From an optimization exercise on the open Yosys and OpenROAD flow, aimed at small area, a short achievable clock period and few clock cycles; shortcuts taken in it are not production practice. Function was checked by simulation only, so behaviour that the tests miss may differ from the original. Power is estimated from default activity; no workload was simulated.

Setup of lane 2:
Design dcache_top, start of the top module:
module dcache_top (
    input  logic                   clk,
    input  logic                   rst_n,
    input  logic                   cpu_req_valid_i,
    input  logic                   cpu_req_op_i,      
    input  logic [24-1:0]   cpu_req_tag_i,
    input  logic [4-1:0] cpu_req_index_i,
    input  logic [2-1:0]  cpu_req_wsel_i,
    input  logic [4-1:0]    cpu_req_be_i,
    input  logic [32-1:0]  cpu_req_wdata_i,
    output logic                   cpu_req_ready_o,
    output logic                   cpu_rsp_done_o,
    output logic [32-1:0]  cpu_rsp_rdata_o,
    output logic                   mem_wr_req_o,
    output logic [32-1:0]  mem_wr_addr_o,
    output logic [(4*32)-1:0]  mem_wr_line_o,
    input  logic                   mem_wr_rdy_i,
    output logic                   mem_rd_req_o,
    output logic [32-1:0]  mem_rd_addr_o,
    input  logic                   mem_rd_rdy_i,
    input  logic                   mem_rd_valid_i,
    input  logic [32-1:0]  mem_rd_data_i
);
    localparam int OFS_W  = 32 - 24 - 4;
    localparam int BYTE_W = 32 / 4;
    logic [2*16*24-1:0]  tag_r;
    logic [2*16*(4*32)-1:0] data_r;
    logic [16-1:0]   dirty_mem [2];
    logic [16-1:0]   valid_q   [2];
    logic [16-1:0]   lru_q;                
    logic [2:0]              state_q;
    logic [2:0]              state_d;
    logic                    req_op_q;
    logic [24-1:0]    req_tag_q;
    logic [4-1:0]  req_index_q;
    logic [2-1:0]   req_wsel_q;
    logic [4-1:0]     req_be_q;
    logic [32-1:0]   req_wdata_q;
    logic [16-1:0]     set_oh_q;           
    logic [4-1:0]    wsel_oh_q;          
    logic [4-1:0]    cnt_q;              
    logic                    hit_q;
    logic                    hit_way_q;
    logic                    vway_q;             
    logic                    victim_q;           
    logic                    vdirty_q;           
    logic [24-1:0]    vtag_q;
    logic [(4*32)-1:0]   vline_q;
    logic [32-1:0]   word_q    [2];  
    logic                    rdy_q;              
    logic                    lh_q;               
    logic                    b3_q;               
    logic                    wrq_q;              
    logic                    rdq_q;              
    logic                    selm_q;             
    logic                    rsel_q;             
  ...
For scale: roughly 5300 flip-flops, ~0.19 mm^2 of cells after synthesis.
Settings: LEC_CHECK=0, CAP_MARGIN=20, CORE_MARGIN=2, CORE_UTILIZATION=50, CTS_CLUSTER_DIAMETER=100, CTS_CLUSTER_SIZE=20, SETUP_SLACK_MARGIN=5, SLEW_MARGIN=20, SYNTH_HIERARCHICAL=1; clock period 9.0 ns.
standard.sh (not shown) runs the stock make flow with config.mk's settings and CLKGATE_MAP_FILE= SYNTH_SCRIPT=/design/flow/synth_recipe.tcl, a recipe that flattens the netlist after the stock synthesis.
==> flow/flow/run.sh <==
#!/bin/bash
# Layout flow: the standard ORFS flow (standard.sh, all steps unchanged)
# with one extra ORFS setting: the port buffers that global placement adds
# are a plain buffer cell (buf_4) instead of the delay-buffer cell that
# buffer_ports picks by default, so timing repair can size them like any
# other buffer. Everything ORFS prints goes to standard_flow.log here; each
# step's own log stays under orfs/logs/.
set -euo pipefail
export BUFFER_PORTS_ARGS="-buffer_cell sky130_fd_sc_hd__buf_4"
bash ./standard.sh > standard_flow.log 2>&1
Testbench counts of lane 2, summed over its fixed seeds: cycles 70,153.
Relative to lane 2, the following input files were edited for lane 4:
==> flow/run.sh (new file) <==
#!/bin/bash
# synth_recipe.tcl (not shown) runs the flow's synth.tcl, then flattens the netlist and writes it again
# the make line also repeats each setting of config.mk as NAME=value (left out here)
make -C /OpenROAD-flow-scripts/flow DESIGN_CONFIG=/design/flow/config.mk WORK_HOME=/design/flow/orfs CLKGATE_MAP_FILE= SYNTH_SCRIPT=/design/flow/synth_recipe.tcl finish
-- flow/config.mk --
<<< lane 2, line 13
export SETUP_SLACK_MARGIN = 5
>>> lane 4, line 13
export SETUP_SLACK_MARGIN = 4.5
removed: flow/flow/run.sh
removed: flow/standard.sh
Lane 4: flow completed, timing, DRC and antenna clean
Share of cell area taken by flip-flops and latches, lane 2 and lane 4: smaller value in lane 2
The higher relative contribution of combinational cells to total power of lane 2 and lane 4 is in lane 2.
Between lane 2 and lane 4, worst-margin pin slew is higher for lane 4, lane 2 comes in under that.

## port drivers added, routing unchanged
In the flow no input, the clock included, has a driving cell. The finished layouts below were timed again as built, in two steps.
Step 1 sets driving cells, clkbuf_16 on the clock port and buf_2 on the other inputs (assumed; they add their load-dependent delay and slew).
Step 2 moves the port delays by t, midway between the first and last clock arrival at a register: inputs arrive t later, outputs are due t later. That takes back most of the time a late clock gives input paths.
Slacks: ideal ports / drivers / drivers and shift; pairs: ideal ports / drivers.
| run | t (ns) | setup WS [ns] | hold slack, ns | pins driven straight from the clock port |
|---|---|---|---|---|
| lane 2 | 1.078 | 4.366 / 4.362 / 3.284 | 0.481 / 0.481 / 0.481 | 1 |
| lane 4 | 1.070 | 4.234 / 4.320 / 3.251 | 0.478 / 0.478 / 0.478 | 1 |
After both steps setup and hold are still met in every run listed. The setup slack of lane 2, which loses most, moves by -0.004 ns with the drivers and by -1.082 ns with both steps.
